This design comes from an exercise in tuning for small area, a short achievable clock period and few clock cycles per item on the open sky130 flow, not from production work. Function was checked by simulation only, so behaviour that the tests miss may differ from the original. Power is estimated from default activity; no workload was simulated.

[design.v]
package hrnt_pkg;
  localparam int TABLE_ENTRIES_DEF = 16;
  localparam logic [31:0] CRC_POLY = 32'hEDB88320;
  localparam logic [31:0] CRC_INIT = 32'hFFFFFFFF;
  localparam logic [1:0] OP_FIND = 2'd0;
  localparam logic [1:0] OP_ADD  = 2'd1;
  localparam logic [1:0] OP_DEL  = 2'd2;
  localparam logic [1:0] ST_OK        = 2'd0;
  localparam logic [1:0] ST_NOT_FOUND = 2'd1;
  localparam logic [1:0] ST_FULL      = 2'd2;
  function automatic logic [31:0] crc_byte(input logic [31:0] crc, input logic [7:0] b);
    logic [31:0] c;
    c = crc ^ {24'd0, b};
    for (int k = 0; k < 8; k++) begin
      c = c[0] ? ((c >> 1) ^ CRC_POLY) : (c >> 1);
    end
    crc_byte = c;
  endfunction
  function automatic logic [1:0] cmp_ge_eq(input logic [31:0] a, input logic [31:0] b);
    logic [31:0] g, e;
    g = a & ~b;
    e = ~(a ^ b);
    for (int w = 1; w < 32; w = w * 2) begin
      for (int i = 0; i < 32; i += 2 * w) begin
        g[i] = g[i + w] | (e[i + w] & g[i]);
        e[i] = e[i + w] & e[i];
      end
    end
    cmp_ge_eq = {g[0] | e[0], e[0]};
  endfunction
  function automatic logic lt4(input logic [3:0] a, input logic [3:0] b);
    logic [3:0] l, e;
    l = ~a & b;
    e = ~(a ^ b);
    lt4 = l[3] | (e[3] & (l[2] | (e[2] & (l[1] | (e[1] & l[0])))));
  endfunction
  function automatic logic [4:0] inc5(input logic [4:0] a);
    inc5 = a ^ {&a[3:0], &a[2:0], &a[1:0], a[0], 1'b1};
  endfunction
  function automatic logic [4:0] dec5(input logic [4:0] a);
    dec5 = a ^ {~|a[3:0], ~|a[2:0], ~|a[1:0], ~a[0], 1'b1};
  endfunction
  function automatic logic [3:0] inc4(input logic [3:0] a);
    inc4 = a ^ {&a[2:0], &a[1:0], a[0], 1'b1};
  endfunction
  function automatic logic [3:0] dec4(input logic [3:0] a);
    dec4 = a ^ {~|a[2:0], ~|a[1:0], ~a[0], 1'b1};
  endfunction
endpackage
module hrnt_front (
  input  logic        clk,
  input  logic        rst_n,
  input  logic        in_valid,
  output logic        in_ready,
  input  logic [1:0]  in_opcode,
  input  logic [7:0]  in_key_byte,
  input  logic        in_last_byte,
  input  logic [31:0] in_node_address,
  input  logic [15:0] in_node_port,
  output logic        c_load,       
  output logic [1:0]  c_op,
  output logic [31:0] c_hash,
  output logic [31:0] c_addr,
  output logic [15:0] c_port,
  input  logic        c_free_now,   
  input  logic        c_free_next   
);
  logic        rdy_r;
  logic        bf_r;                
  logic [31:0] bh_r;
  logic [1:0]  bop_r;
  logic [31:0] ba_r;
  logic [15:0] bp_r;
  logic [31:0] sh_r;                
  logic [31:0] crc_step;
  logic        take, take_last, drain, direct, to_buf, bf_nxt;
  assign in_ready  = rdy_r;
  assign take      = in_valid && rdy_r;
  assign take_last = take && in_last_byte;
  assign drain     = bf_r && c_free_now;
  assign direct    = take_last && !bf_r && c_free_now;
  assign to_buf    = take_last && !direct;
  assign crc_step  = sh_r ^ hrnt_pkg::crc_byte(32'd0, in_key_byte);
  assign c_load = drain || direct;
  assign c_op   = bf_r ? bop_r : in_opcode;
  assign c_addr = bf_r ? ba_r  : in_node_address;
  assign c_port = bf_r ? bp_r  : in_node_port;
  assign c_hash = bf_r ? bh_r  : ~crc_step;
  assign bf_nxt = to_buf || (bf_r && !drain);
  always_ff @(posedge clk) begin
    if (!rst_n) begin
      rdy_r <= 1'b1;
      bf_r  <= 1'b0;
      sh_r  <= hrnt_pkg::crc_byte(hrnt_pkg::CRC_INIT, 8'd0);
    end else begin
      rdy_r <= !bf_nxt || c_free_next;
      bf_r  <= bf_nxt;
      if (take) begin
        sh_r <= in_last_byte ? hrnt_pkg::crc_byte(hrnt_pkg::CRC_INIT, 8'd0)
                             : hrnt_pkg::crc_byte(sh_r, 8'd0) ^
                               hrnt_pkg::crc_byte(hrnt_pkg::crc_byte(32'd0, in_key_byte), 8'd0);
      end
    end
  end
  always_ff @(posedge clk) begin
    if (!bf_r || c_free_now) begin
      bh_r  <= ~crc_step;
      bop_r <= in_opcode;
      ba_r  <= in_node_address;
      bp_r  <= in_node_port;
    end
  end
endmodule
module hrnt_back #(
  parameter int NTAP = 4
) (
  input  logic        clk,
  input  logic        rst_n,
  input  logic        c_load,
  input  logic [1:0]  c_op,
  input  logic [31:0] c_hash,
  input  logic [31:0] c_addr,
  input  logic [15:0] c_port,
  output logic        c_free_now,
  output logic        c_free_next,
  output logic        out_valid,
  input  logic        out_ready,
  output logic [1:0]  out_status,
  output logic [31:0] out_found_address,
  output logic [15:0] out_found_port,
  output logic [31:0] out_key_hash
);
  localparam int N  = 16;
  localparam int R  = N / NTAP;    
  logic [31:0] r_hash [N];
  logic [31:0] r_addr [N];
  logic [15:0] r_port [N];
  logic        r_vld  [N];
  logic [3:0]  r_rank [N];
  logic        f_ge   [N];    
  logic        f_eq   [N];
  logic [1:0]  k_op;
  logic [31:0] k_hash;
  logic [31:0] k_addr;
  logic [15:0] k_port;
  logic [R:0]    ph_r;         
  logic          act;
  logic [R:0]    ph_nxt;
  logic          full, do_clr, do_inc, do_dec, need_inj, inj_wait, inj;
  logic          fov_r;        
  logic [1:0]    y_op_r;       
  logic          ipend_r;      
  logic [4:0]    count_r;
  logic          fnd_r;
  logic          hacc_r, facc_r;   
  logic          hfin_r, ffin_r;   
  logic [3:0]    brank_r;
  logic        ov_r;
  logic [1:0]  os_r;
  logic [31:0] oa_r, kh_r;
  logic [15:0] op_r;
  assign out_valid         = ov_r;
  assign out_status        = os_r;
  assign out_found_address = oa_r;
  assign out_found_port    = op_r;
  assign out_key_hash      = kh_r;
  logic t_ge [NTAP];
  logic t_eq [NTAP];
  always_comb begin
    for (int j = 0; j < NTAP; j++) begin
      {t_ge[j], t_eq[j]} = hrnt_pkg::cmp_ge_eq(r_hash[j*R], k_hash);
    end
  end
  always_ff @(posedge clk) begin
    for (int i = 0; i < N; i++) begin
      if (((i + N - 1) % N) % R == 0) begin
        f_ge[i] <= t_ge[((i + N - 1) % N) / R];
        f_eq[i] <= t_eq[((i + N - 1) % N) / R];
      end else begin
        f_ge[i] <= f_ge[(i + N - 1) % N];
        f_eq[i] <= f_eq[(i + N - 1) % N];
      end
    end
  end
  logic cap, restart, capt, first;
  logic [1:0] op_c;
  assign op_c = fov_r ? y_op_r : k_op;
  assign act     = |ph_r;
  assign cap     = |ph_r[R:1];
  assign restart = (|ph_r[R-1:1]) && ov_r && !out_ready;
  assign capt    = (cap && !restart) || fov_r;
  assign first   = ph_r[1];
  logic [3:0]  cd_rk [NTAP];
  logic [3:0]  tp_rk [NTAP];
  logic [NTAP-1:0] win_r, win_nxt;
  logic        tp_ge [NTAP];
  logic        lb    [NTAP];
  logic        any_win, bfound, fnd_f, bf_after;
  logic [31:0] win_addr;
  logic [15:0] win_port;
  logic [3:0]  win_rank, brank_f;
  always_comb begin
    bfound = fnd_r && !first;
    for (int j = 0; j < NTAP; j++) begin
      cd_rk[j] = r_rank[(j*R + 1) % N];
      tp_rk[j] = r_rank[j*R];
    end
    any_win  = |win_r;
    win_addr = '0;
    win_port = '0;
    win_rank = '0;
    for (int j = 0; j < NTAP; j++) begin
      win_addr = win_addr | ({32{win_r[j]}} & r_addr[(j*R + 1) % N]);
      win_port = win_port | ({16{win_r[j]}} & r_port[(j*R + 1) % N]);
      win_rank = win_rank | ({4{win_r[j]}} & cd_rk[j]);
    end
    fnd_f   = bfound || any_win;
    brank_f = any_win ? win_rank : brank_r;
    bf_after = !ph_nxt[1] && fnd_f;
    for (int j = 0; j < NTAP; j++) begin
      tp_ge[j] = t_ge[j] && r_vld[j*R] && !(do_clr && f_eq[j*R]);
      lb[j]    = hrnt_pkg::lt4(tp_rk[j], brank_f);
      win_nxt[j] = tp_ge[j] && (!bf_after || lb[j]);
    end
    for (int j = 0; j < NTAP; j++) begin
      for (int i = j + 1; i < NTAP; i++) begin
        if (hrnt_pkg::lt4(tp_rk[j], tp_rk[i])) begin
          win_nxt[i] = win_nxt[i] && !tp_ge[j];
        end else begin
          win_nxt[j] = win_nxt[j] && !tp_ge[i];
        end
      end
    end
  end
  always_ff @(posedge clk) begin
    win_r <= win_nxt;
  end
  always_ff @(posedge clk) begin
    if (capt) begin
      fnd_r   <= fnd_f;
      brank_r <= brank_f;
    end
  end
  logic       fin_reg, fin;
  logic [1:0] op_f;
  logic [3:0] ins_rank;
  logic [1:0] status;
  assign fin_reg  = ph_r[R];
  assign fin      = fin_reg || fov_r;
  assign op_f     = fov_r ? y_op_r : k_op;
  assign full     = count_r[4];
  assign do_clr   = fin && hfin_r && (op_f == hrnt_pkg::OP_ADD || op_f == hrnt_pkg::OP_DEL);
  assign do_inc   = fin && (op_f == hrnt_pkg::OP_ADD) && !hfin_r && !full;
  assign do_dec   = fin && (op_f == hrnt_pkg::OP_DEL) && hfin_r;
  assign need_inj = (op_f == hrnt_pkg::OP_ADD) && (hfin_r || !full);
  logic [4:0] count_dec;
  assign count_dec = hrnt_pkg::dec5(count_r);
  assign ins_rank  = fnd_r ? brank_r : count_dec[3:0];
  assign inj_wait = ipend_r && !r_vld[N-1];
  assign inj      = inj_wait;
  always_comb begin
    case (op_f)
      hrnt_pkg::OP_FIND: status = ffin_r ? hrnt_pkg::ST_OK : hrnt_pkg::ST_NOT_FOUND;
      hrnt_pkg::OP_ADD:  status = (hfin_r || !full) ? hrnt_pkg::ST_OK : hrnt_pkg::ST_FULL;
      hrnt_pkg::OP_DEL:  status = hfin_r ? hrnt_pkg::ST_OK : hrnt_pkg::ST_NOT_FOUND;
      default:           status = hrnt_pkg::ST_NOT_FOUND;
    endcase
  end
  logic t_hit, t_fnd;
  always_comb begin
    t_hit = 1'b0;
    t_fnd = 1'b0;
    for (int j = 0; j < NTAP; j++) begin
      t_hit = t_hit || (t_eq[j] && r_vld[j*R] && !(do_clr && f_eq[j*R]));
      t_fnd = t_fnd || (t_ge[j] && r_vld[j*R] && !(do_clr && f_eq[j*R]));
    end
  end
  always_ff @(posedge clk) begin
    hfin_r <= hacc_r || t_hit;
    ffin_r <= facc_r || t_fnd;
    hacc_r <= !load && (hacc_r || t_hit);
    facc_r <= !load && (facc_r || t_fnd);
  end
  logic ovl_ok, fin_free, idle, load;
  assign idle     = !act && !ipend_r;
  assign ovl_ok   = ph_r[R-1] && !restart && (k_op != hrnt_pkg::OP_ADD);
  assign fin_free = fin_reg && !need_inj;
  logic free_r;
  assign c_free_now = free_r;
  assign load       = c_load && free_r;
  logic          ipend_nxt, ov_nxt;
  always_comb begin
    ipend_nxt = ipend_r;
    if (fin_reg) ipend_nxt = need_inj;
    if (inj_wait) ipend_nxt = 1'b0;
    ph_nxt = {ph_r[R-1:0], 1'b0};
    if (restart) ph_nxt = (R+1)'(2);
    if (load)    ph_nxt = (R+1)'(1);
    ov_nxt = fin || (ov_r && !out_ready);
  end
  assign c_free_next =
      (!act && !ipend_r && !load) ||
      (fin_reg && !load && !need_inj) ||
      (inj_wait && !load) ||
      (ph_r[R-2] && !ov_r && k_op != hrnt_pkg::OP_ADD) ||
      (ph_r[R-1] && !ov_r && !load && k_op != hrnt_pkg::OP_ADD) ||
      (((ipend_r && r_vld[N-1]) || (fin_reg && need_inj)) && !r_vld[N-2]);
  always_ff @(posedge clk) begin
    if (!rst_n) begin
      ph_r    <= '0;
      ipend_r <= 1'b0;
      free_r  <= 1'b1;
      fov_r   <= 1'b0;
      ov_r    <= 1'b0;
      count_r <= '0;
    end else begin
      ph_r    <= ph_nxt;
      ipend_r <= ipend_nxt;
      fov_r   <= load && ovl_ok;
      free_r  <= c_free_next;
      ov_r    <= ov_nxt;
      if (do_inc) begin
        count_r <= hrnt_pkg::inc5(count_r);
      end else if (do_dec) begin
        count_r <= hrnt_pkg::dec5(count_r);
      end
    end
  end
  always_ff @(posedge clk) begin
    if (load && ovl_ok) y_op_r <= k_op;
    if (load) begin
      k_op   <= c_op;
      k_hash <= c_hash;
      k_addr <= c_addr;
      k_port <= c_port;
    end
  end
  always_ff @(posedge clk) begin
    for (int i = 0; i < N; i++) begin
      if (i == 0 && inj) begin
        r_hash[0] <= k_hash;
        r_addr[0] <= k_addr;
        r_port[0] <= k_port;
      end else begin
        r_hash[i] <= r_hash[(i + N - 1) % N];
        r_addr[i] <= r_addr[(i + N - 1) % N];
        r_port[i] <= r_port[(i + N - 1) % N];
      end
    end
  end
  for (genvar i = 0; i < N; i++) begin : g_slot
    localparam int S = (i + N - 1) % N;
    logic eq, gt;
    assign eq = f_eq[S] && r_vld[S];
    assign gt = f_ge[S] && !f_eq[S] && r_vld[S];
    always_ff @(posedge clk) begin
      if (!rst_n) begin
        r_vld[i] <= 1'b0;
      end else if (i == 0 && inj) begin
        r_vld[i] <= 1'b1;
      end else begin
        r_vld[i] <= r_vld[S] && !(do_clr && eq);
      end
      if (i == 0 && inj) begin
        r_rank[i] <= ins_rank;
      end else if (do_inc && gt) begin
        r_rank[i] <= hrnt_pkg::inc4(r_rank[S]);
      end else if (do_dec && gt) begin
        r_rank[i] <= hrnt_pkg::dec4(r_rank[S]);
      end else begin
        r_rank[i] <= r_rank[S];
      end
    end
  end
  always_ff @(posedge clk) begin
    if (fin) begin
      os_r <= status;
    end
    if (first && !restart) begin
      kh_r <= k_hash;
    end
    if (capt && (first || any_win)) begin
      oa_r <= (op_c == hrnt_pkg::OP_FIND) ? win_addr : '0;
      op_r <= (op_c == hrnt_pkg::OP_FIND) ? win_port : '0;
    end
  end
endmodule
module hash_ring_node_table (
  input  logic         clk,
  input  logic         rst_n,
  input  logic         in_valid,
  output logic         in_ready,
  input  logic [1:0]   in_opcode,
  input  logic [7:0]   in_key_byte,
  input  logic         in_last_byte,
  input  logic [31:0]  in_node_address,
  input  logic [15:0]  in_node_port,
  output logic         out_valid,
  input  logic         out_ready,
  output logic [1:0]   out_status,
  output logic [31:0]  out_found_address,
  output logic [15:0]  out_found_port,
  output logic [31:0]  out_key_hash
);
  logic        c_load, c_free_now, c_free_next;
  logic [1:0]  c_op;
  logic [31:0] c_hash, c_addr;
  logic [15:0] c_port;
  hrnt_front u_front (
    .clk             (clk),
    .rst_n           (rst_n),
    .in_valid        (in_valid),
    .in_ready        (in_ready),
    .in_opcode       (in_opcode),
    .in_key_byte     (in_key_byte),
    .in_last_byte    (in_last_byte),
    .in_node_address (in_node_address),
    .in_node_port    (in_node_port),
    .c_load          (c_load),
    .c_op            (c_op),
    .c_hash          (c_hash),
    .c_addr          (c_addr),
    .c_port          (c_port),
    .c_free_now      (c_free_now),
    .c_free_next     (c_free_next)
  );
  hrnt_back u_back (
    .clk               (clk),
    .rst_n             (rst_n),
    .c_load            (c_load),
    .c_op              (c_op),
    .c_hash            (c_hash),
    .c_addr            (c_addr),
    .c_port            (c_port),
    .c_free_now        (c_free_now),
    .c_free_next       (c_free_next),
    .out_valid         (out_valid),
    .out_ready         (out_ready),
    .out_status        (out_status),
    .out_found_address (out_found_address),
    .out_found_port    (out_found_port),
    .out_key_hash      (out_key_hash)
  );
endmodule
[flow/run.sh]
#!/bin/bash
# The standard layout (the standard.sh: standard synthesis and ORFS on all steps), with
# one change: the buffers ORFS puts on the input and output ports are buf_4 cells instead of
# the default smallest buffer (a slow delay cell), so the port paths are not held back.
set -euo pipefail
export BUFFER_PORTS_ARGS="-buffer_cell sky130_fd_sc_hd__buf_4"
bash standard.sh > standard_flow.log 2>&1
[standard.sh]
#!/bin/bash
# synth_recipe.tcl (not shown) runs the flow's synth.tcl, then flattens the netlist and writes it again
# the make line also repeats each setting of config.mk as NAME=value (left out here)
make -C /OpenROAD-flow-scripts/flow DESIGN_CONFIG=/design/flow/config.mk WORK_HOME=/design/flow/orfs CLKGATE_MAP_FILE= SYNTH_SCRIPT=/design/flow/synth_recipe.tcl "${@:-finish}"
[config.mk]
export PLATFORM = sky130hd
export DESIGN_NAME = hash_ring_node_table
export DESIGN_NICKNAME = hash_ring_node_table
export VERILOG_FILES = /design/flow/design.v
export SDC_FILE = /design/flow/constraint.sdc
export NUM_CORES = 4
export LEC_CHECK = 0
export ABC_CLOCK_PERIOD_IN_PS = 2300
export CAP_MARGIN = 20
export CORE_MARGIN = 2
export CORE_UTILIZATION = 40
export CTS_CLUSTER_DIAMETER = 100
export CTS_CLUSTER_SIZE = 25
export PLACE_DENSITY = 0.6
export SETUP_SLACK_MARGIN = 2.5
export SLEW_MARGIN = 20
export TNS_END_PERCENT = 30
[constraint.sdc]
create_clock -name core_clock -period 5.0 [get_ports {clk}]
set_input_delay 1.0000 -clock core_clock [delete_from_list [all_inputs] [get_ports {clk}]]
set_output_delay 1.0000 -clock core_clock [all_outputs]
set_load 0.01 [all_outputs]
==> key figures, run 1 <==
Floorplanning
  • Die W: roughly 350 µm
  • DIE AREA: about 130000 µm²
  • Row count: around 130
  • Core ar.: ~120000 µm²
  • Initial Utilization: 0.4025
  • Ports: roughly 150
  • Die Ht: between 300 and 400 µm

Routing
  • WL per Instance: about 18 µm
  • Post-route ant nets: 0
  • Vias per cell: about 4.6
  • Drt pass-1 iters: 5
  • Vias: 23.91k
  • DRC: 0
  • Final WL: roughly 97000 µm
  • Initial DRC count: 1497

STA
  • Final Hold Fails: 0
  • RSZ-0062 raised after global routing: yes
  • Setup TNS Final: 0 ns
  • Tcrit/Tclk final: 0.5037
  • Setup violators final: 0
  • Final Max Tran Viols: 0
  • Rel. slew slack: 0.3047
  • Maximum achievable frequency: just under 400 MHz
  • Clock Skew: approximately 0.024 ns
  • Crit path time final: roughly 2.5 ns
  • Measured slew at the worst slew-check pin: approximately 1.0 ns

Setup path
  • Worst Reg-to-Reg Cells: 12
  • Crit-path max cell delay: around 0.45 ns
  • Delay-heaviest family, CP: compound AO/OA/AOI/OAI gates
  • Critical Path RT: 5.59 ns
  • CP Cell Sequence: inv_2 > buf_6 > ha_4 > nand4_1 > buf_4 > nor4_4 > buf_4 > a31oi_2 > o2111ai_2 > o21ai_4 > o2bb2ai_2 > nor4_2
  • WP depth: 12
  • Crit Path Category: reg2reg
  • CP bufs+invs: 4
  • Crit path top cell by count: buf_4
  • Data arrival time of the critical path: ~3.1 ns
  • CP Max Fanout: 5
  • Type of element capturing the critical path: flop
  • Slowest-stage cell, CP: edfxtp_1
  • Startpoint Class: flop

Place
  • DPL Wire Length: a little over 60000 µm
  • Placer Congestion: about 0.83
  • PortBufs: 146
  • Dpl cell area: 51930 µm²

GRT
  • Grt met2 use: 0.2333
  • Initial antenna violation count: 2
  • Grt met3 use: 0.02485
  • Total GRT Usage: 0.1511
  • Met1 Usage GRT: 0.2209
  • Vias in the first global route: 23.57k
  • Largest net degree at the start of global routing: 60
  • Total gr overflow: 0
  • GRT busiest layer: met2
  • First-pass GRT wire length: 145200 µm

Pwr
  • Internal: 18.41 mW
  • Clock power frac: 0.306
  • Total power: 23.98 mW
  • NetSw: 5.566 mW
  • Leak Pwr: 21.77 nW
  • Seq pwr share: 0.607
  • Comb pwr share: 0.087
  • Power per cell area: 433.2 nW/µm²
  • Switch share: 0.2321
  • Max VDD drop: about 0.34 mV

Layout
  • Antenna diode count: 0
  • Most common cell after layout, fill and taps aside: dfxtp_1
  • Share of cells above drive strength 1: 0.1712
  • Most frequent cells in the layout: dfxtp_1, edfxtp_1, ha_1, buf_4, mux2_2
  • Finished Cell Area: around 55000 µm²
  • Nets@finish: 3831
  • Layout area overhead: 13.01%

Synth
  • Yosys warnings: 15
  • Post-Syn Nets: 3621
  • Number of enable flip-flop cells after synthesis: 253
  • Number of distinct library cells after synthesis: 66
  • Synth Cell Area: approximately 49000 µm²
  • Avg Cell Area, Syn: between 10 and 15 µm²
  • Post-Synthesis Cells: between 3k and 4k
  • Top_reg_cell synth: dfxtp_1
  • #FFs+latches synth: between 1.5k and 2k
  • Share of synthesized registers carrying an async set or reset: 0
  • Sequential share of the synthesized area: 0.7468

Clocking
  • Worst-Skew Late Latency: between 0.6 and 0.7 ns
  • TritonCTS clock tree: yes
  • Clk sinks: between 1.5k and 2k
  • CTS buffer count: 79
  • H-tree Lvls: 3
  • Clock tree buffer depth: 3
  • Worst-path clk slew: 0.10 ns
  • Root Buffer: clkbuf_16

Worst hold path
  • Hold WC Path Type: reg2reg
  • Worst hold path depth: 0

Job
  • Max-Cap Viols: 0

Run status
  • Status: no timing/DRC/antenna violations
==> sequential cells by signal (all words and copies together), names as in the netlist, 32 cells and up <==
signal,flops
u_back.k_addr,32
u_back.k_hash,32
u_back.kh_r,32
u_back.oa_r,32
u_back.r_addr,512
u_back.r_hash,512
u_back.r_port,256
u_back.r_rank,64
u_front.ba_r,32
u_front.bh_r,32
u_front.sh_r,32
==> metrics by stage <==
stage,setup slack (ns),cells,hold slack [ns],utilization
after global placement,1.751,5035,0.3096,0.4267
after global routing,2.390,5224,0.3223,0.4548
after detailed placement,1.752,5035,0.3121,0.4267
after floorplan,1.609,3328,0.3096,-
after CTS,2.393,5191,0.3225,0.4497
final,2.482,5224,0.3193,0.4548
==> final timing paths <==
kind | slack, ns | startpoint | endpoint
worst max-delay path | 2.48 | u_back.k_hash[22]$_DFFE_PP_ | u_back.win_r[2]$_DFF_P_
worst min-delay path | 0.32 | u_back.r_addr[3][22]$_DFF_P_ | u_back.r_addr[4][22]$_DFF_P_
worst max register to register | 2.48 | u_back.k_hash[22]$_DFFE_PP_ | u_back.win_r[2]$_DFF_P_
worst min register to register | 0.32 | u_back.r_addr[3][22]$_DFF_P_ | u_back.r_addr[4][22]$_DFF_P_
==> cell type report <==
class	count	area, µm²
tap	1625	2033
inverter	114	431.7
fill	10870	66350
clock buffer	134	2257
sequential	1701	36600
multi-input combinational	1430	12220
clock inverter	8	142.6
timing repair buffer	212	1677
==> power by group through the flow <==
| stage | clock network (mW) | logic, mW | registers, mW |
|---|---|---|---|
| 2_1_floorplan | 0 | 1.49 | 14.8 |
| 3_3_place_gp | 0 | 2.00 | 14.9 |
| 3_5_place_dp | 0 | 2.02 | 14.9 |
| 4_1_cts | 7.55 | 2.05 | 14.6 |
| 5_1_grt | 8.03 | 2.31 | 14.6 |
| 6_report | 7.33 | 2.09 | 14.6 |
==> worst reg2reg max path: stages (launching register included) <==
cell	delay, ns
edfxtp_1	0.45
inv_2	0.16
buf_6	0.12
ha_4	0.19
nand4_1	0.11
buf_4	0.15
nor4_4	0.04
buf_4	0.17
a31oi_2	0.15
o2111ai_2	0.19
o21ai_4	0.29
o2bb2ai_2	0.11
nor4_2	0.28
==> cells in the mapped netlist, types with 5 or more instances <==
master       n  share of area
dfxtp_1   1448           0.59
edfxtp_1   253           0.16
ha_1       230          0.059
mux2_2     161          0.037
xnor2_1    153          0.027
nand2_1    150          0.011
a22oi_1    128          0.020
inv_1      113         0.0087
a21oi_1     90         0.0092
nor2_1      90         0.0069
o21ai_0     65         0.0066
clkbuf_1    63         0.0048
a21boi_0    53         0.0081
xor2_1      37         0.0066
nand4_1     25         0.0032
nand3_1     19         0.0019
o211ai_1    19         0.0029
a31oi_1     14         0.0018
and2_1      14         0.0018
a21o_1      13         0.0020
mux2i_1     12         0.0025
a221oi_1    11         0.0020
nor3_1      11         0.0011
nand3b_1    10         0.0015
a211oi_1     9         0.0014
nor2b_1      9         0.0011
nor4_1       9         0.0011
or2_2        8         0.0010
xnor2_2      8         0.0027
a32oi_1      6         0.0011
and3_1       6        0.00077
and3b_1      6         0.0011
and4_1       6         0.0011
buf_1        6        0.00046
a31o_2       5        0.00089
nand2b_1     5        0.00064
o22ai_1      5        0.00064
==> logic make-up after synthesis <==
group,after synthesis,synth area share
flops,1701,0.7468
xor+xnor,209,0.04176
mux,173,0.03946
simple gates,377,0.03635
buf+inv,197,0.01658
fa+ha+maj,230,0.05875
compound gates,441,0.06028
==> timing repair <==
action | 4_1_cts | 5_1_grt
pin swaps | 9 | 33
endpoints found under the setup margin | 74 | 137
resized for setup | 74 | 82
hold buffers | 0 | 0
buffers inserted | 14 | 32
cloned | 0 | 1
==> routing by layer <==
layer / routed length (µm) / part of all wire / vias up
met5: 10 / 0.00010 / -
li1: - / - / 11830
met1: 49360 / 0.51 / 11700
met3: 3265 / 0.034 / 94
met2: 42230 / 0.44 / 283
met4: 1750 / 0.018 / 2
Testbench counts, summed over its fixed seeds: cycles 28,659, items 2,400.
==> run 2, diff against run 1 <==
--- a/config.mk
+++ b/config.mk
@@ -7,3 +7,2 @@
 export LEC_CHECK = 0
-export ABC_CLOCK_PERIOD_IN_PS = 2300
 export CAP_MARGIN = 20
==> run 2 against run 1 <==
  * Still clean
  * Setup slack stayed put
  * Critical path depth stayed put
  * Worst hold slack stayed put
  * Synthesized cell count stayed put
  * Non-clock buffer count stayed put
==> key figures, run 2 <==
Layout
  • Most common cell after layout, fill and taps aside: dfxtp_1 (unchanged)
  • Most frequent cells in the layout: dfxtp_1, edfxtp_1, ha_1, buf_4, mux2_2 (unchanged)
  • Layout area overhead: 13.01% (unchanged)
  • Finished Cell Area: 55360 µm² (unchanged)
  • Largest registers: u_back.r_addr (512), u_back.r_hash (512), u_back.r_port (256) (unchanged)
  • Nets@finish: 3831 (unchanged)
  • Share of cells above drive strength 1: 0.1712 (unchanged)
  • Antenna diode count: 0 (unchanged)

STA
  • Rel. slew slack: 0.3047 (unchanged)
  • Setup TNS Final: 0 ns (unchanged)
  • Clock Skew: 0.02439 ns (unchanged)
  • Crit path time final: 2.518 ns (unchanged)
  • Setup violators final: 0 (unchanged)
  • Measured slew at the worst slew-check pin: 1.043 ns (unchanged)
  • Final Max Tran Viols: 0 (unchanged)
  • Maximum achievable frequency: 397.1 MHz (unchanged)
  • Final Hold Fails: 0 (unchanged)
  • Hold slack: 0.3193 ns (unchanged)
  • Tcrit/Tclk final: 0.5037 (unchanged)
  • RSZ-0062 raised after global routing: yes (unchanged)

Routing
  • Drt pass-1 iters: 5 (unchanged)
  • WL per Instance: 18.49 µm (unchanged)
  • Post-route ant nets: 0 (unchanged)
  • DRC: 0 (unchanged)
  • Vias: 23.91k (unchanged)
  • Vias per cell: 4.577 (unchanged)
  • Initial DRC count: 1497 (unchanged)
  • Final WL: 96620 µm (unchanged)

Clocking
  • CTS buffer count: 79 (unchanged)
  • Worst-path clk slew: 0.10 ns (about the same)
  • Clock tree buffer depth: 3 (unchanged)
  • TritonCTS clock tree: yes (unchanged)
  • Worst-Skew Late Latency: 0.68 ns (about the same)
  • Root Buffer: clkbuf_16 (unchanged)
  • H-tree Lvls: 3 (unchanged)
  • Clk sinks: 1701 (unchanged)

Synth
  • Number of enable flip-flop cells after synthesis: 253 (unchanged)
  • Top_reg_cell synth: dfxtp_1 (unchanged)
  • Number of distinct library cells after synthesis: 66 (unchanged)
  • Post-Synthesis Cells: 3328 (unchanged)
  • Sequential share of the synthesized area: 0.7468 (unchanged)
  • Area leader, netlist: dfxtp_1 (unchanged)
  • Avg Cell Area, Syn: 14.72 µm² (unchanged)
  • #FFs+latches synth: 1701 (unchanged)
  • Most instantiated cells after synthesis: dfxtp_1, edfxtp_1, ha_1 (unchanged)
  • Share of synthesized registers carrying an async set or reset: 0 (unchanged)
  • Yosys warnings: 15 (unchanged)
  • Count leader, synth: dfxtp_1 (unchanged)
  • Area contributors post-synth: dfxtp_1, edfxtp_1, ha_1 (unchanged)
  • Synth Cell Area: 48990 µm² (unchanged)
  • Post-synth top area share: 0.5917 (unchanged)
  • Post-Syn Nets: 3621 (unchanged)

Floorplanning
  • Die W: 354.0 µm (unchanged)
  • Row count: 128 (unchanged)
  • Core ar.: 121700 µm² (unchanged)
  • Ports: 147 (unchanged)
  • Die Ht: 354.0 µm (unchanged)
  • Initial Utilization: 0.4025 (unchanged)
  • DIE AREA: 125300 µm² (unchanged)

Setup path
  • Slowest-stage cell, CP: edfxtp_1 (unchanged)
  • Crit path top cell by count: buf_4 (unchanged)
  • CP Cell Sequence: inv_2 > buf_6 > ha_4 > nand4_1 > buf_4 > nor4_4 > buf_4 > a31oi_2 > o2111ai_2 > o21ai_4 > o2bb2ai_2 > nor4_2 (unchanged)
  • Type of element capturing the critical path: flop (unchanged)
  • Data arrival time of the critical path: 3.11 ns (about the same)
  • CP bufs+invs: 4 (unchanged)
  • CP Max Fanout: 5 (unchanged)
  • Crit-path max cell delay: 0.45 ns (about the same)
  • Crit Path Category: reg2reg (unchanged)
  • Critical Path RT: 5.59 ns (about the same)
  • Delay-heaviest family, CP: compound AO/OA/AOI/OAI gates (unchanged)
  • Worst R2R Setup Slack: 2.48 ns (about the same)
  • Startpoint Class: flop (unchanged)

Place
  • Dpl cell area: 51930 µm² (unchanged)
  • PortBufs: 146 (unchanged)
  • Placer Congestion: 0.8256 (unchanged)
  • DPL Wire Length: 62190 µm (unchanged)

Pwr
  • Power per cell area: 433.2 nW/µm² (unchanged)
  • Leak Pwr: 21.77 nW (unchanged)
  • Max VDD drop: 0.3388 mV (unchanged)

Worst hold path
  • Hold WC Path Type: reg2reg (unchanged)

GRT
  • Total gr overflow: 0 (unchanged)
  • First-pass GRT wire length: 145200 µm (unchanged)
  • Total GRT Usage: 0.1511 (unchanged)
  • Vias in the first global route: 23.57k (unchanged)
  • Initial antenna violation count: 2 (unchanged)
  • Largest net degree at the start of global routing: 60 (unchanged)

Job
  • Max-Cap Viols: 0 (unchanged)

Run status
  • Status: no timing/DRC/antenna violations (unchanged)
[run 2: path summary, 6_finish.rpt]
path / from / to / cells after the start
setup / recovery: u_back.k_hash[22]$_DFFE_PP_ / u_back.win_r[2]$_DFF_P_ / 12
setup reg to reg: u_back.k_hash[22]$_DFFE_PP_ / u_back.win_r[2]$_DFF_P_ / 12
hold reg to reg: u_back.r_addr[3][22]$_DFF_P_ / u_back.r_addr[4][22]$_DFF_P_ / 0
hold / removal: u_back.r_addr[3][22]$_DFF_P_ / u_back.r_addr[4][22]$_DFF_P_ / 0
[run 2: layout make-up]
type	instances	area, µm²
Inverter	114	431.7
Fill cell	10870	66350
Clock buffer	134	2257
Clock inverter	8	142.6
Sequential cell	1701	36600
Tap cell	1625	2033
Timing Repair Buffer	212	1677
Multi-Input combinational cell	1430	12220
[run 2: cell families (layout without fill, tap and decap cells)]
kind of cell,Yosys count,count (layout),synth area share
AOI/OAI and AO/OA,441,441,0.06028
adders and majority gates,230,230,0.05875
xor gates and xnor gates,209,209,0.04176
buffers and inverters,197,468,0.01658
and+or+nand+nor,377,377,0.03635
DFF,1701,1701,0.7468
muxes,173,173,0.03946
[run 2: stage by stage]
step | std cells | power (mW) | worst slack, ns | utilization
floorplan | 3328 | 16.24 | 1.609 | -
global placement | 5035 | 16.86 | 1.751 | 0.4267
detailed placement | 5035 | 16.88 | 1.752 | 0.4267
CTS | 5191 | 24.16 | 2.393 | 0.4497
global route | 5224 | 24.94 | 2.390 | 0.4548
finish | 5224 | 23.98 | 2.482 | 0.4548
[run 2: where the power goes]
group	switching [mW]	total (mW)	internal, mW
sequential	0.258	14.6	14.3
combinational	1.15	2.09	0.949
clock	4.16	7.33	3.17
total	5.57	24.0	18.4
[run 2: timing repair]
item | in CTS | in global routing
endpoints found under the setup margin | 74 | 137
pin swaps | 9 | 33
hold buffers | 0 | 0
buffers inserted | 14 | 32
resized for setup | 74 | 82
gates cloned | 0 | 1
hold endpoints to repair | 0 | 0
[run 2: worst reg2reg max path: stages, from the launching register on]
cell and delay [ns]:
edfxtp_1 0.45, inv_2 0.16, buf_6 0.12, ha_4 0.19
nand4_1 0.11, buf_4 0.15, nor4_4 0.04, buf_4 0.17
a31oi_2 0.15, o2111ai_2 0.19, o21ai_4 0.29, o2bb2ai_2 0.11
nor4_2 0.28
[run 2: layer usage]
metal  up-vias  GRT usage  wire length (µm)
met5         -          0                10
li1      11830          -                 -
met2       283     0.2333             42230
met4         2    0.03737              1750
met3        94    0.02485              3265
met1     11700     0.2209             49360
==> run 3, diff against run 2 <==
--- a/config.mk
+++ b/config.mk
@@ -13,4 +13,4 @@
 export PLACE_DENSITY = 0.6
-export SETUP_SLACK_MARGIN = 2.5
+export SETUP_SLACK_MARGIN = 2.6
 export SLEW_MARGIN = 20
-export TNS_END_PERCENT = 30
+export TNS_END_PERCENT = 50
==> run 3 against run 2 <==
  * Largest power group unchanged
  * Still clean on timing, DRC and antenna
  * Clock skew is 0.024 ns higher
  * Power hardly changed
  * Critical endpoint is now u_back.win_r[0]$_DFF_P_
  * First-iteration DRC count is 3.7% lower
  * Combinational power hardly changed
  * Critical path depth is 3 lower
  * Cell area is 0.52% lower
==> key figures, run 3 <==
Clocking
  • Worst-Skew Late Latency: 0.69 ns (was 0.68 ns)
  • Root Buffer: clkbuf_16 (unchanged)
  • Clk sinks: 1701 (unchanged)
  • TritonCTS clock tree: yes (unchanged)
  • CTS buffer count: 80 (was 79)
  • Clock tree buffer depth: 3 (unchanged)
  • H-tree Lvls: 3 (unchanged)
  • Worst-path clk slew: 0.10 ns (about the same)
  • Hold Buf Count CTS: 0 (unchanged)

Setup path
  • CP Cell Sequence: inv_2 > buf_4 > ha_4 > nand4_1 > nor4_4 > inv_1 > o22ai_4 > o21ai_4 > nor4_2 (was inv_2 > buf_6 > ha_4 > nand4_1 > buf_4 > nor4_4 > buf_4 > a31oi_2 > o2111ai_2 > o21ai_4 > o2bb2ai_2 > nor4_2)
  • Critical Path RT: 5.57 ns (was 5.59 ns)
  • Delay-heaviest family, CP: simple AND/OR/NAND/NOR gates (was compound AO/OA/AOI/OAI gates)
  • Data arrival time of the critical path: 3.21 ns (was 3.11 ns)
  • Crit-path max cell delay: 0.49 ns (was 0.45 ns)
  • CP bufs+invs: 3 (was 4)
  • CP Max Fanout: 5 (unchanged)
  • Slowest-stage cell, CP: nor4_4 (was edfxtp_1)
  • Startpoint Class: flop (unchanged)
  • Crit Path Category: reg2reg (unchanged)
  • Type of element capturing the critical path: flop (unchanged)

Layout
  • Most frequent cells in the layout: dfxtp_1, edfxtp_1, ha_1, buf_4, mux2_2 (unchanged)
  • Layout area overhead: 12.43% (was 13.01%)
  • Most common cell after layout, fill and taps aside: dfxtp_1 (unchanged)
  • Share of cells above drive strength 1: 0.1600 (was 0.1712)
  • Nets@finish: 3804 (was 3831)
  • FILL cells: 10.80k (was 10.87k)
  • Largest registers: u_back.r_addr (512), u_back.r_hash (512), u_back.r_port (256) (unchanged)
  • Non-filler cells, final: 5194 (was 5224)

STA
  • Measured slew at the worst slew-check pin: 0.9073 ns (was 1.043 ns)
  • Crit path time final: 2.636 ns (was 2.518 ns)
  • Clock Skew: 0.04847 ns (was 0.02439 ns)
  • Rel. slew slack: 0.3951 (was 0.3047)
  • Final Max Tran Viols: 0 (unchanged)
  • Final Hold Fails: 0 (unchanged)
  • Maximum achievable frequency: 379.4 MHz (was 397.1 MHz)
  • RSZ-0062 raised after global routing: yes (unchanged)
  • Setup violators final: 0 (unchanged)
  • Setup TNS Final: 0 ns (unchanged)
  • Tcrit/Tclk final: 0.5271 (was 0.5037)

Synth
  • Number of distinct library cells after synthesis: 66 (unchanged)
  • Number of enable flip-flop cells after synthesis: 253 (unchanged)
  • Share of synthesized registers carrying an async set or reset: 0 (unchanged)
  • Post-synth top area share: 0.5917 (unchanged)
  • Post-Synthesis Cells: 3328 (unchanged)
  • Most instantiated cells after synthesis: dfxtp_1, edfxtp_1, ha_1 (unchanged)
  • #FFs+latches synth: 1701 (unchanged)
  • Avg Cell Area, Syn: 14.72 µm² (unchanged)
  • Area leader, netlist: dfxtp_1 (unchanged)
  • Top_reg_cell synth: dfxtp_1 (unchanged)
  • Sequential share of the synthesized area: 0.7468 (unchanged)
  • Synth Cell Area: 48990 µm² (unchanged)
  • Post-Syn Nets: 3621 (unchanged)
  • Count leader, synth: dfxtp_1 (unchanged)
  • Area contributors post-synth: dfxtp_1, edfxtp_1, ha_1 (unchanged)
  • Yosys warnings: 15 (unchanged)

Worst hold path
  • Hold WC Path Type: reg2reg (unchanged)

Run status
  • Status: no timing/DRC/antenna violations (unchanged)

Routing
  • Vias: 23.75k (was 23.91k)
  • Vias per cell: 4.572 (was 4.577)
  • Post-route ant nets: 0 (unchanged)
  • WL per Instance: 18.40 µm (was 18.49 µm)
  • DRC: 0 (unchanged)
  • Final WL: 95550 µm (was 96620 µm)
  • Drt pass-1 iters: 5 (unchanged)
  • Initial DRC count: 1441 (was 1497)

Floorplanning
  • Ports: 147 (unchanged)
  • Core ar.: 121700 µm² (unchanged)
  • Die Ht: 354.0 µm (unchanged)
  • Die W: 354.0 µm (unchanged)
  • Initial Utilization: 0.4025 (unchanged)
  • Row count: 128 (unchanged)
  • DIE AREA: 125300 µm² (unchanged)

Pwr
  • Clock power frac: 0.307 (was 0.306)
  • Switch share: 0.2324 (was 0.2321)
  • Seq pwr share: 0.607 (about the same)
  • Internal: 18.41 mW (about the same)
  • NetSw: 5.574 mW (was 5.566 mW)
  • Power per cell area: 435.6 nW/µm² (was 433.2 nW/µm²)
  • Leak Pwr: 21.64 nW (was 21.77 nW)
  • Comb pwr share: 0.087 (about the same)
  • Max VDD drop: 0.3053 mV (was 0.3388 mV)

Job
  • Max-Cap Viols: 0 (unchanged)

Place
  • DPL Wire Length: 62170 µm (was 62190 µm)
  • Placed cell count: 5032 (was 5035)
  • PortBufs: 146 (unchanged)
  • Placer Congestion: 0.8369 (was 0.8256)

GRT
  • Met1 Usage GRT: 0.2254 (was 0.2209)
  • Grt met2 use: 0.2302 (was 0.2333)
  • Initial antenna violation count: 1 (was 2)
  • First-pass GRT wire length: 145300 µm (was 145200 µm)
  • Total GRT Usage: 0.1510 (was 0.1511)
  • Grt met3 use: 0.02299 (was 0.02485)
  • GRT busiest layer: met2 (unchanged)
  • Vias in the first global route: 23.36k (was 23.57k)
  • Total gr overflow: 0 (unchanged)
  • Largest net degree at the start of global routing: 56 (was 60)
[run 3: metal layers]
metal  routed length, µm  vias up
li1                    -    11770
met1               48200    11490
met2               41670      367
met3                3790      113
met4                1887        2
met5                   8        -
[run 3: timing repair]
item	CTS	global route
setup buffers	12	10
endpoints found under the setup margin	102	31
cloned	0	0
pin swaps	16	31
gates resized for setup	80	48
[run 3: area by class of cell]
cell class	instances	area [µm²]	share of cell area
Inverter	114	431.7	0.007838
Timing Repair Buffer	184	1444	0.02622
Multi-Input combinational cell	1430	12160	0.2208
Sequential cell	1701	36600	0.6645
Clock inverter	10	201.4	0.003658
Tap cell	1625	2033	0.03692
Antenna cell	1	2.502	0.00004544
Clock buffer	129	2207	0.04007
[run 3: power groups by stage]
stage               combinational (mW)  sequential [mW]  clock [mW]
global placement                  1.99             14.9           0
finish                            2.08             14.6        7.36
detailed placement                2.01             14.9           0
global route                      2.29             14.6        8.09
floorplan                         1.49             14.8           0
CTS                               2.06             14.6        7.60
[run 3: path summary, 6_finish.rpt]
kind / end / depth (start not counted) / startpoint / slack, ns
max: u_back.win_r[0]$_DFF_P_ / 9 / u_back.k_hash[19]$_DFFE_PP_ / 2.36
min: u_back.r_addr[3][28]$_DFF_P_ / 0 / u_back.r_addr[2][28]$_DFF_P_ / 0.31
max reg2reg: u_back.win_r[0]$_DFF_P_ / 9 / u_back.k_hash[19]$_DFFE_PP_ / 2.36
min reg2reg: u_back.r_addr[3][28]$_DFF_P_ / 0 / u_back.r_addr[2][28]$_DFF_P_ / 0.31
[run 3: logic make-up (layout without fill, tap and decap cells)]
family                   after synthesis  after routing  synth area share
XOR/XNOR                             209            209           0.04176
AO/OA/AOI/OAI                        441            441           0.06028
AND/OR/NAND/NOR                      377            377           0.03635
buffers and inverters                197            437           0.01658
flip-flops                          1701           1701            0.7468
adder cells (fa/ha/maj)              230            230           0.05875
multiplexers                         173            173           0.03946
other                                  0              1                 0
[run 3: per-stage QoR]
step           setup slack [ns]  area, µm²  hold slack (ns)  total power, mW  utilization
5_1_grt                   2.259      55070           0.3079            24.98       0.4525
3_5_place_dp              1.692      51920           0.3121            16.88       0.4266
4_1_cts                   2.369      54730           0.3055            24.21       0.4496
3_3_place_gp              1.782      51920           0.3096            16.86       0.4266
2_1_floorplan             1.609      49020           0.3096            16.24            -
6_report                  2.364      55080           0.3077            23.99       0.4525
==> run 4, diff against run 3 <==
--- a/config.mk
+++ b/config.mk
@@ -13,4 +13,4 @@
 export PLACE_DENSITY = 0.6
-export SETUP_SLACK_MARGIN = 2.6
+export SETUP_SLACK_MARGIN = 2.4
 export SLEW_MARGIN = 20
-export TNS_END_PERCENT = 50
+export TNS_END_PERCENT = 20
==> run 4 against run 3 <==
  * Core utilization shrank 0.12 points
  * Combinational power shrank 3%
  * Register-to-register slack gained 0.04 ns
  * Critical path type unchanged
  * Largest cell class unchanged
  * Highest routed layer is now met4
==> key figures, run 4 <==
GRT
  • Vias in the first global route: 23.46k (was 23.36k)
  • Initial antenna violation count: 3 (was 1)
  • First-pass GRT wire length: 143700 µm (was 145300 µm)
  • Largest net degree at the start of global routing: 65 (was 56)
  • Total gr overflow: 0 (unchanged)
  • Total GRT Usage: 0.1508 (was 0.1510)

Setup path
  • CP Cell Sequence: inv_1 > o21a_1 > ha_2 > buf_4 > a21boi_0 (was inv_2 > buf_4 > ha_4 > nand4_1 > nor4_4 > inv_1 > o22ai_4 > o21ai_4 > nor4_2)
  • Delay-heaviest family, CP: adder cells (was simple AND/OR/NAND/NOR gates)
  • Startpoint Class: flop (unchanged)
  • CP bufs+invs: 2 (was 3)
  • CP Max Fanout: 25 (was 5)
  • Slowest-stage cell, CP: ha_2 (was nor4_4)
  • Crit Path Category: reg2reg (unchanged)
  • Data arrival time of the critical path: 3.03 ns (was 3.21 ns)
  • Crit-path max cell delay: 0.69 ns (was 0.49 ns)
  • Critical Path RT: 5.43 ns (was 5.57 ns)
  • Type of element capturing the critical path: flop (unchanged)
  • FF-to-FF Start: u_back.k_op[0]$_DFFE_PP_ (was u_back.k_hash[19]$_DFFE_PP_)
  • Critical path startpoint: u_back.k_op[0]$_DFFE_PP_ (was u_back.k_hash[19]$_DFFE_PP_)

Clocking
  • Clk sinks: 1701 (unchanged)
  • TritonCTS clock tree: yes (unchanged)
  • H-tree Lvls: 3 (unchanged)
  • Worst-path clk slew: 0.11 ns (was 0.10 ns)
  • Root Buffer: clkbuf_16 (unchanged)
  • CTS buffer count: 79 (was 80)
  • Clock tree buffer depth: 3 (unchanged)
  • Worst-Skew Late Latency: 0.70 ns (was 0.69 ns)
  • Hold Buf Count CTS: 0 (unchanged)

Floorplanning
  • Row count: 128 (unchanged)
  • Die W: 354.0 µm (unchanged)
  • Ports: 147 (unchanged)
  • Initial Utilization: 0.4025 (unchanged)
  • Die Ht: 354.0 µm (unchanged)
  • DIE AREA: 125300 µm² (unchanged)
  • Core ar.: 121700 µm² (unchanged)

Worst hold path
  • Hold WC Path Type: reg2reg (unchanged)
  • Hold path start: u_back.r_hash[6][3]$_DFF_P_ (was u_back.r_addr[2][28]$_DFF_P_)

STA
  • RSZ-0062 raised after global routing: yes (unchanged)
  • Final Hold Fails: 0 (unchanged)
  • Crit path time final: 2.596 ns (was 2.636 ns)
  • Maximum achievable frequency: 385.3 MHz (was 379.4 MHz)
  • Fin worst setup slack: 2.404 ns (was 2.364 ns)
  • Setup violators final: 0 (unchanged)
  • Tcrit/Tclk final: 0.5191 (was 0.5271)
  • Rel. slew slack: 0.2880 (was 0.3951)
  • Clock Skew: 0.04190 ns (was 0.04847 ns)
  • Hold slack: 0.3064 ns (was 0.3077 ns)
  • Measured slew at the worst slew-check pin: 1.068 ns (was 0.9073 ns)
  • Final Max Tran Viols: 0 (unchanged)
  • Setup TNS Final: 0 ns (unchanged)

Layout
  • Multi-input logic area: 11990 µm² (was 12160 µm²)
  • Antenna diode count: 0 (was 1)
  • Layout area overhead: 12.12% (was 12.43%)
  • Most common cell after layout, fill and taps aside: dfxtp_1 (unchanged)
  • Share of cells above drive strength 1: 0.1546 (was 0.1600)
  • Nets@finish: 3801 (was 3804)
  • Largest registers: u_back.r_addr (512), u_back.r_hash (512), u_back.r_port (256) (unchanged)
  • Most frequent cells in the layout: dfxtp_1, edfxtp_1, ha_1, buf_4, mux2_2 (unchanged)
  • Register area: 36600 µm² (about the same)
  • FILL cells: 10.87k (was 10.80k)

Routing
  • Vias: 23.81k (was 23.75k)
  • WL per Instance: 18.35 µm (was 18.40 µm)
  • Vias per cell: 4.582 (was 4.572)
  • Final WL: 95310 µm (was 95550 µm)
  • Post-route ant nets: 0 (unchanged)
  • DRC: 0 (unchanged)
  • Initial DRC count: 1508 (was 1441)
  • Drt pass-1 iters: 5 (unchanged)

Pwr
  • Total power: 23.92 mW (was 23.99 mW)
  • Leak Pwr: 21.60 nW (was 21.64 nW)
  • Power per cell area: 435.5 nW/µm² (was 435.6 nW/µm²)
  • Max VDD drop: 0.2900 mV (was 0.3053 mV)

Synth
  • Sequential share of the synthesized area: 0.7468 (unchanged)
  • Post-Syn Nets: 3621 (unchanged)
  • Post-synth top area share: 0.5917 (unchanged)
  • Area leader, netlist: dfxtp_1 (unchanged)
  • Post-Synthesis Cells: 3328 (unchanged)
  • Avg Cell Area, Syn: 14.72 µm² (unchanged)
  • Area contributors post-synth: dfxtp_1, edfxtp_1, ha_1 (unchanged)
  • Share of synthesized registers carrying an async set or reset: 0 (unchanged)
  • Number of enable flip-flop cells after synthesis: 253 (unchanged)
  • Count leader, synth: dfxtp_1 (unchanged)
  • #FFs+latches synth: 1701 (unchanged)
  • Yosys warnings: 15 (unchanged)
  • Number of distinct library cells after synthesis: 66 (unchanged)
  • Top_reg_cell synth: dfxtp_1 (unchanged)
  • Synth Cell Area: 48990 µm² (unchanged)
  • Most instantiated cells after synthesis: dfxtp_1, edfxtp_1, ha_1 (unchanged)

Place
  • PortBufs: 146 (unchanged)
  • DPL Wire Length: 63980 µm (was 62170 µm)
  • Pre-CTS setup slack: 1.561 ns (was 1.692 ns)
  • Placer Congestion: 0.8206 (was 0.8369)

Run status
  • Status: no timing/DRC/antenna violations (unchanged)

Job
  • Max-Cap Viols: 0 (unchanged)
==> run 4: cell counts after synthesis <==
Identical to the previous run, type by type.
==> run 4: report_power, final <==
| part | switching, mW | leakage [nW] | internal [mW] | total, mW |
|---|---|---|---|---|
| Sequential | 0.256 | 14.2 | 14.3 | 14.6 |
| Combinational | 1.11 | 6.22 | 0.910 | 2.02 |
| Clock | 4.18 | 1.15 | 3.18 | 7.35 |
==> run 4: layout make-up <==
class                      count  share of cell area
sequential                  1701              0.6664
multi-input combinational   1430              0.2184
clock buffer                 132             0.04019
tap                         1625             0.03702
timing repair buffer         181             0.02602
inverter                     114            0.007859
clock inverter                11            0.004101
timing repair inverter         1          0.00009112
==> run 4: stage by stage <==
stage,cell area [µm²],instances,utilization
5_1_grt,54920,5195,0.4512
6_report,54920,5195,0.4512
3_5_place_dp,51970,5036,0.4270
2_1_floorplan,49010,3328,-
4_1_cts,54630,5183,0.4488
3_3_place_gp,51950,5035,0.4268
==> run 4: kinds of logic (layout without fill, tap and decap cells) <==
family	after synthesis	count (layout)	synth area share
flip-flops	1701	1701	0.7468
AO/OA/AOI/OAI	441	441	0.06028
AND/OR/NAND/NOR	377	377	0.03635
adder cells (fa/ha/maj)	230	230	0.05875
XOR/XNOR	209	209	0.04176
buffers and inverters	197	439	0.01658
multiplexers	173	173	0.03946
==> run 4: timing repair <==
item | CTS | global route
setup endpoints to repair | 69 | 40
pin swaps | 9 | 26
resized for setup | 45 | 57
cloned | 1 | 0
buffers inserted | 3 | 12
==> run 4: worst paths after layout <==
path | to | slack, ns | cells after the start
max | u_back.oa_r[31]$_SDFFCE_PP0P_ | 2.40 | 5
min | u_back.r_hash[7][3]$_DFF_P_ | 0.31 | 0
max reg2reg | u_back.oa_r[31]$_SDFFCE_PP0P_ | 2.40 | 5
min reg2reg | u_back.r_hash[7][3]$_DFF_P_ | 0.31 | 0
==> run 4: metal layers <==
layer | routed length, µm | vias up | track usage
met5 | 0 | - | 0.001509
met4 | 2268 | 0 | 0.04178
met3 | 3928 | 113 | 0.02603
met2 | 42100 | 341 | 0.2326
met1 | 47010 | 11570 | 0.2183
li1 | - | 11780 | -
==> run 5, diff against run 4 <==
--- a/config.mk
+++ b/config.mk
@@ -9,8 +9,8 @@
 export CORE_MARGIN = 2
-export CORE_UTILIZATION = 40
+export CORE_UTILIZATION = 55
 export CTS_CLUSTER_DIAMETER = 100
 export CTS_CLUSTER_SIZE = 25
-export PLACE_DENSITY = 0.6
-export SETUP_SLACK_MARGIN = 2.4
+export PLACE_DENSITY = 0.7
+export SETUP_SLACK_MARGIN = 2.5
 export SLEW_MARGIN = 20
-export TNS_END_PERCENT = 20
+export TNS_END_PERCENT = 30
==> run 5 against run 4 <==
  * Worst hold slack improved by 0.0048 ns
  * Die area fell by 27%
  * Setup slack improved by 0.017 ns
  * Via count rose by 0.50%
  * Critical path type unchanged
  * Flip-flop and latch count did not move
  * Global-route usage rose by 4.9 points
  * Critical endpoint is now u_back.facc_r$_DFF_P_
  * Non-clock buffer count rose by 8
  * Count of clock-buffer cells in the layout fell by 2
==> key figures, run 5 <==
Synth
  • Number of enable flip-flop cells after synthesis: 253 (unchanged)
  • Area leader, netlist: dfxtp_1 (unchanged)
  • Number of distinct library cells after synthesis: 66 (unchanged)
  • Post-Syn Nets: 3621 (unchanged)
  • Most instantiated cells after synthesis: dfxtp_1, edfxtp_1, ha_1 (unchanged)
  • Sequential share of the synthesized area: 0.7468 (unchanged)
  • Count leader, synth: dfxtp_1 (unchanged)
  • Post-Synthesis Cells: 3328 (unchanged)
  • Yosys warnings: 15 (unchanged)
  • Share of synthesized registers carrying an async set or reset: 0 (unchanged)
  • #FFs+latches synth: 1701 (unchanged)
  • Area contributors post-synth: dfxtp_1, edfxtp_1, ha_1 (unchanged)
  • Top_reg_cell synth: dfxtp_1 (unchanged)
  • Post-synth top area share: 0.5917 (unchanged)
  • Synth Cell Area: 48990 µm² (unchanged)
  • Avg Cell Area, Syn: 14.72 µm² (unchanged)

Setup path
  • CP Cell Sequence: inv_2 > ha_4 > a21oi_2 > o21ai_2 > a221o_1 > a2111o_1 > o21ai_4 > nand4_1 > and2_1 (was inv_1 > o21a_1 > ha_2 > buf_4 > a21boi_0)
  • Startpoint Class: flop (unchanged)
  • CP Max Fanout: 5 (was 25)
  • Crit-path max cell delay: 0.46 ns (was 0.69 ns)
  • Crit Path Category: reg2reg (unchanged)
  • Slowest-stage cell, CP: a2111o_1 (was ha_2)
  • Data arrival time of the critical path: 3.11 ns (was 3.03 ns)
  • Critical Path RT: 5.53 ns (was 5.43 ns)
  • Type of element capturing the critical path: flop (unchanged)

Layout
  • Non-filler cells, final: 4738 (was 5195)
  • Most frequent cells in the layout: dfxtp_1, edfxtp_1, ha_1, buf_4, mux2_2 (unchanged)
  • Register area: 36600 µm² (about the same)
  • Share of cells above drive strength 1: 0.1651 (was 0.1546)
  • Largest registers: u_back.r_addr (512), u_back.r_hash (512), u_back.r_port (256) (unchanged)
  • Antenna diode count: 0 (unchanged)
  • Most common cell after layout, fill and taps aside: dfxtp_1 (unchanged)
  • Multi-input logic area: 12230 µm² (was 11990 µm²)
  • Layout area overhead: 11.33% (was 12.12%)
  • Nets@finish: 3808 (was 3801)
  • FILL cells: 6571 (was 10.87k)
  • Layout Utilization: 0.6171 (was 0.4512)

Floorplanning
  • Die Ht: 302.4 µm (was 354.0 µm)
  • DIE AREA: 91470 µm² (was 125300 µm²)
  • Initial Utilization: 0.5543 (was 0.4025)
  • Ports: 147 (unchanged)
  • Die W: 302.4 µm (was 354.0 µm)
  • Row count: 109 (was 128)
  • Core ar.: 88370 µm² (was 121700 µm²)

Worst hold path
  • Hold WC Path Type: reg2reg (unchanged)

Clocking
  • CTS buffer count: 78 (was 79)
  • Hold Buf Count CTS: 0 (unchanged)
  • H-tree Lvls: 3 (unchanged)
  • Clk sinks: 1701 (unchanged)
  • Worst-path clk slew: 0.09 ns (was 0.11 ns)
  • Root Buffer: clkbuf_16 (unchanged)
  • TritonCTS clock tree: yes (unchanged)
  • Clock tree buffer depth: 3 (unchanged)
  • Worst-Skew Late Latency: 0.67 ns (was 0.70 ns)

GRT
  • Total gr overflow: 0 (unchanged)
  • Vias in the first global route: 23.48k (was 23.46k)
  • Total GRT Usage: 0.1999 (was 0.1508)
  • Largest net degree at the start of global routing: 53 (was 65)
  • First-pass GRT wire length: 138500 µm (was 143700 µm)
  • Initial antenna violation count: 4 (was 3)

Pwr
  • Leak Pwr: 21.61 nW (was 21.60 nW)
  • Power per cell area: 435.7 nW/µm² (was 435.5 nW/µm²)
  • Total power: 23.76 mW (was 23.92 mW)
  • Max VDD drop: 0.4041 mV (was 0.2900 mV)

STA
  • Final Max Tran Viols: 0 (unchanged)
  • RSZ-0062 raised after global routing: yes (unchanged)
  • Tcrit/Tclk final: 0.5158 (was 0.5191)
  • Maximum achievable frequency: 387.7 MHz (was 385.3 MHz)
  • Final Hold Fails: 0 (unchanged)
  • Measured slew at the worst slew-check pin: 0.9842 ns (was 1.068 ns)
  • Setup violators final: 0 (unchanged)
  • Crit path time final: 2.579 ns (was 2.596 ns)
  • Clock Skew: 0.04901 ns (was 0.04190 ns)
  • Setup TNS Final: 0 ns (unchanged)
  • Rel. slew slack: 0.3439 (was 0.2880)

Routing
  • Post-route ant nets: 0 (unchanged)
  • WL per Instance: 19.42 µm (was 18.35 µm)
  • Initial DRC count: 1537 (was 1508)
  • Drt pass-1 iters: 5 (unchanged)
  • Vias per cell: 5.050 (was 4.582)
  • Vias: 23.93k (was 23.81k)
  • DRC: 0 (unchanged)
  • Final WL: 92010 µm (was 95310 µm)

Place
  • Placer Congestion: 0.8836 (was 0.8206)
  • PortBufs: 146 (unchanged)
  • Placed cell count: 4572 (was 5036)
  • DPL Wire Length: 59410 µm (was 63980 µm)

Job
  • Max-Cap Viols: 0 (unchanged)

Run status
  • Status: no timing/DRC/antenna violations (unchanged)
==> run 5: cell counts after synthesis <==
Identical to the previous run, type by type.
==> run 5: per-stage QoR <==
step                      hold slack, ns  area [µm²]  worst slack (ns)
after detailed placement          0.3121       51350             1.782
after floorplan                   0.3096       49010             1.609
after global routing              0.3177       54530             2.339
after global placement            0.3096       51350             1.786
final                             0.3112       54530             2.421
after CTS                         0.3126       54000             2.440
==> run 5: worst paths after layout <==
kind	from	endpoint	slack [ns]	depth (start not counted)
setup reg to reg	u_back.k_hash[17]$_DFFE_PP_	u_back.facc_r$_DFF_P_	2.42	9
setup / recovery	u_back.k_hash[17]$_DFFE_PP_	u_back.facc_r$_DFF_P_	2.42	9
hold reg to reg	u_back.r_port[14][9]$_DFF_P_	u_back.r_port[15][9]$_DFF_P_	0.31	0
hold / removal	u_back.r_port[14][9]$_DFF_P_	u_back.r_port[15][9]$_DFF_P_	0.31	0
==> run 5: cells by family after synthesis <==
family / Yosys count / share of synthesized area
fa+ha+maj: 230 / 0.05875
simple gates: 377 / 0.03635
buf+inv: 197 / 0.01658
compound gates: 441 / 0.06028
flops: 1701 / 0.7468
mux: 173 / 0.03946
xor+xnor: 209 / 0.04176
==> run 5: area by class of cell <==
| type | count | area share |
|---|---|---|
| inverters | 114 | 0.007915 |
| clock buffers | 130 | 0.03937 |
| repair buffers | 189 | 0.02751 |
| multi-input cells | 1431 | 0.2242 |
| flip-flops and latches | 1701 | 0.6710 |
| clock inverters | 8 | 0.003189 |
| well taps | 1165 | 0.02673 |
==> run 5: critical path: cells and delay by family, from the launching register on <==
family	cells	cell delay, ns
AOI/OAI and AO/OA	5	1.29
DFF	1	0.42
and+or+nand+nor	2	0.37
adders and majority gates	1	0.22
buffers and inverters	1	0.14
==> run 5: metal layers <==
layer	part of all wire	track usage
met4	0.022	0.05583
met5	0	0
met3	0.043	0.03358
met1	0.49	0.2919
met2	0.44	0.3096
==> run 5: where the power goes <==
part / switching, mW / internal [mW] / leakage, nW
sequential: 0.251 / 14.3 / 14.2
clock: 4.10 / 3.04 / 1.10
combinational: 1.15 / 0.930 / 6.28
total: 5.50 / 18.3 / 21.6
==> run 5: what timing repair did <==
| item | in CTS | in global routing |
|---|---|---|
| pin swaps | 9 | 30 |
| hold endpoints to repair | 0 | 0 |
| buffers inserted | 9 | 18 |
| gates resized for setup | 66 | 89 |
| cloned | 1 | 0 |
| endpoints found under the setup margin | 119 | 102 |
==> run 6, diff against run 5 <==
--- a/config.mk
+++ b/config.mk
@@ -9,3 +9,3 @@
 export CORE_MARGIN = 2
-export CORE_UTILIZATION = 55
+export CORE_UTILIZATION = 50
 export CTS_CLUSTER_DIAMETER = 100
@@ -13,3 +13,3 @@
 export PLACE_DENSITY = 0.7
-export SETUP_SLACK_MARGIN = 2.5
+export SETUP_SLACK_MARGIN = 2.6
 export SLEW_MARGIN = 20
==> run 6 against run 5 <==
  * Sequential power hardly changed
  * Core utilization is 5.3 points lower
  * Power hardly changed
  * Wire length is 0.49% lower
  * Still clean
  * Setup slack better by 0.0044 ns
==> key figures, run 6 <==
Run status
  • Status: no timing/DRC/antenna violations (unchanged)

Routing
  • Drt pass-1 iters: 5 (unchanged)
  • Vias: 24.11k (was 23.93k)
  • Vias per cell: 4.965 (was 5.050)
  • DRC: 0 (unchanged)
  • WL per Instance: 18.86 µm (was 19.42 µm)
  • Post-route ant nets: 0 (unchanged)
  • Initial DRC count: 1644 (was 1537)

GRT
  • Total GRT Usage: 0.1815 (was 0.1999)
  • Grt met3 use: 0.02850 (was 0.03358)
  • Grt met2 use: 0.2810 (was 0.3096)
  • Total gr overflow: 0 (unchanged)
  • First-pass GRT wire length: 137800 µm (was 138500 µm)
  • Vias in the first global route: 23.53k (was 23.48k)
  • Met1 Usage GRT: 0.2649 (was 0.2919)

Clocking
  • TritonCTS clock tree: yes (unchanged)
  • Clock tree buffer depth: 3 (unchanged)
  • Worst-Skew Late Latency: 0.70 ns (was 0.67 ns)
  • Worst-path clk slew: 0.10 ns (was 0.09 ns)
  • Root Buffer: clkbuf_16 (unchanged)
  • H-tree Lvls: 3 (unchanged)
  • CTS buffer count: 78 (unchanged)
  • Clk sinks: 1701 (unchanged)

Setup path
  • CP Cell Sequence: buf_8 > a22oi_1 > a31oi_4 > ha_1 > a31o_2 > a21o_1 > a211oi_1 > nor4_2 (was inv_2 > ha_4 > a21oi_2 > o21ai_2 > a221o_1 > a2111o_1 > o21ai_4 > nand4_1 > and2_1)
  • CP bufs+invs: 1 (unchanged)
  • Slowest-stage cell, CP: buf_8 (was a2111o_1)
  • Crit-path max cell delay: 0.43 ns (was 0.46 ns)
  • Crit Path Category: reg2reg (unchanged)
  • Data arrival time of the critical path: 3.14 ns (was 3.11 ns)
  • Type of element capturing the critical path: flop (unchanged)
  • Startpoint Class: flop (unchanged)
  • CP Max Fanout: 52 (was 5)
  • Critical Path RT: 5.57 ns (was 5.53 ns)

Floorplanning
  • Ports: 147 (unchanged)
  • DIE AREA: 100500 µm² (was 91470 µm²)
  • Initial Utilization: 0.5058 (was 0.5543)
  • Die W: 317.0 µm (was 302.4 µm)
  • Row count: 114 (was 109)

Synth
  • Sequential share of the synthesized area: 0.7468 (unchanged)
  • Post-Syn Nets: 3621 (unchanged)
  • Top_reg_cell synth: dfxtp_1 (unchanged)
  • Number of distinct library cells after synthesis: 66 (unchanged)
  • Area contributors post-synth: dfxtp_1, edfxtp_1, ha_1 (unchanged)
  • Area leader, netlist: dfxtp_1 (unchanged)
  • #FFs+latches synth: 1701 (unchanged)
  • Count leader, synth: dfxtp_1 (unchanged)
  • Yosys warnings: 15 (unchanged)
  • Avg Cell Area, Syn: 14.72 µm² (unchanged)
  • Post-synth top area share: 0.5917 (unchanged)
  • Synth Cell Area: 48990 µm² (unchanged)

Place
  • Placed cell count: 4684 (was 4572)
  • Pre-CTS setup slack: 1.774 ns (was 1.782 ns)
  • PortBufs: 146 (unchanged)
  • Dpl cell area: 51490 µm² (was 51350 µm²)
  • Placer Congestion: 0.8833 (was 0.8836)

Pwr
  • Leak Pwr: 21.62 nW (was 21.61 nW)
  • Total power: 23.75 mW (was 23.76 mW)

STA
  • RSZ-0062 raised after global routing: yes (unchanged)
  • Setup violators final: 0 (unchanged)
  • Setup TNS Final: 0 ns (unchanged)
  • Final Hold Fails: 0 (unchanged)
  • Measured slew at the worst slew-check pin: 0.9602 ns (was 0.9842 ns)
  • Clock Skew: 0.03683 ns (was 0.04901 ns)
  • Final Max Tran Viols: 0 (unchanged)
  • Hold slack: 0.2961 ns (was 0.3112 ns)

Layout
  • Share of cells above drive strength 1: 0.1619 (was 0.1651)
  • Nets@finish: 3807 (was 3808)
  • Layout area overhead: 11.48% (was 11.33%)
  • Non-filler cells, final: 4855 (was 4738)
  • Largest registers: u_back.r_addr (512), u_back.r_hash (512), u_back.r_port (256) (unchanged)
  • FILL cells: 7592 (was 6571)
-- run 6: cell counts after synthesis --
Identical to the previous run, type by type.
-- run 6: final timing paths --
| kind | start | endpoint | slack [ns] | cells past startpoint |
|---|---|---|---|---|
| max reg2reg | u_back.win_r[3]$_DFF_P_ | u_back.win_r[0]$_DFF_P_ | 2.43 | 8 |
| min reg2reg | u_back.r_addr[14][13]$_DFF_P_ | u_back.r_addr[15][13]$_DFF_P_ | 0.30 | 0 |
| max | u_back.win_r[3]$_DFF_P_ | u_back.win_r[0]$_DFF_P_ | 2.43 | 8 |
| min | u_back.r_addr[14][13]$_DFF_P_ | u_back.r_addr[15][13]$_DFF_P_ | 0.30 | 0 |
-- run 6: area by class of cell --
class	count	area (µm²)	area share
Timing Repair Buffer	189	1465	0.02683
Clock buffer	133	2168	0.03971
Sequential cell	1701	36600	0.6701
Multi-Input combinational cell	1430	12170	0.2229
Inverter	114	434.2	0.007950
Antenna cell	3	7.507	0.0001375
Tap cell	1276	1597	0.02924
Clock inverter	9	171.4	0.003139
-- run 6: per-layer routing --
layer / vias up / share of wire
met5: - / 0
met2: 435 / 0.45
met4: 0 / 0.021
met1: 11780 / 0.48
met3: 98 / 0.047
li1: 11800 / -
-- run 6: cell families (layout without fill, tap and decap cells) --
logic type / after synthesis / after routing / share of synthesized area
AOI/OAI and AO/OA: 441 / 441 / 0.06028
xor gates and xnor gates: 209 / 209 / 0.04176
adders and majority gates: 230 / 230 / 0.05875
buffers and inverters: 197 / 445 / 0.01658
DFF: 1701 / 1701 / 0.7468
muxes: 173 / 173 / 0.03946
other: 0 / 3 / 0
and+or+nand+nor: 377 / 377 / 0.03635
-- run 6: where the power goes --
part / switching [mW] / total, mW / internal, mW
Sequential: 0.257 / 14.6 / 14.3
Combinational: 1.14 / 2.07 / 0.932
Clock: 4.07 / 7.13 / 3.06
Total: 5.46 / 23.8 / 18.3
-- run 6: worst register-to-register path, delay by kind of cell, from the launching register on --
kind / cells / cell delay [ns]
flip-flops: 1 / 0.36
AO/OA/AOI/OAI: 5 / 1.30
AND/OR/NAND/NOR: 1 / 0.09
buffers and inverters: 1 / 0.43
adder cells (fa/ha/maj): 1 / 0.27
-- run 6: repair_timing --
item,in CTS,in global routing
pin swaps,19,21
gates resized for setup,71,69
setup buffers,6,20
endpoints found under the setup margin,80,118

Setup slack of run 6, layout unchanged: 2.425 ns with ideal ports, 2.425 ns with driving cells assumed (clock clkbuf_16, inputs buf_2), 1.992 ns with port delays also shifted by the 0.740 ns mid clock arrival.
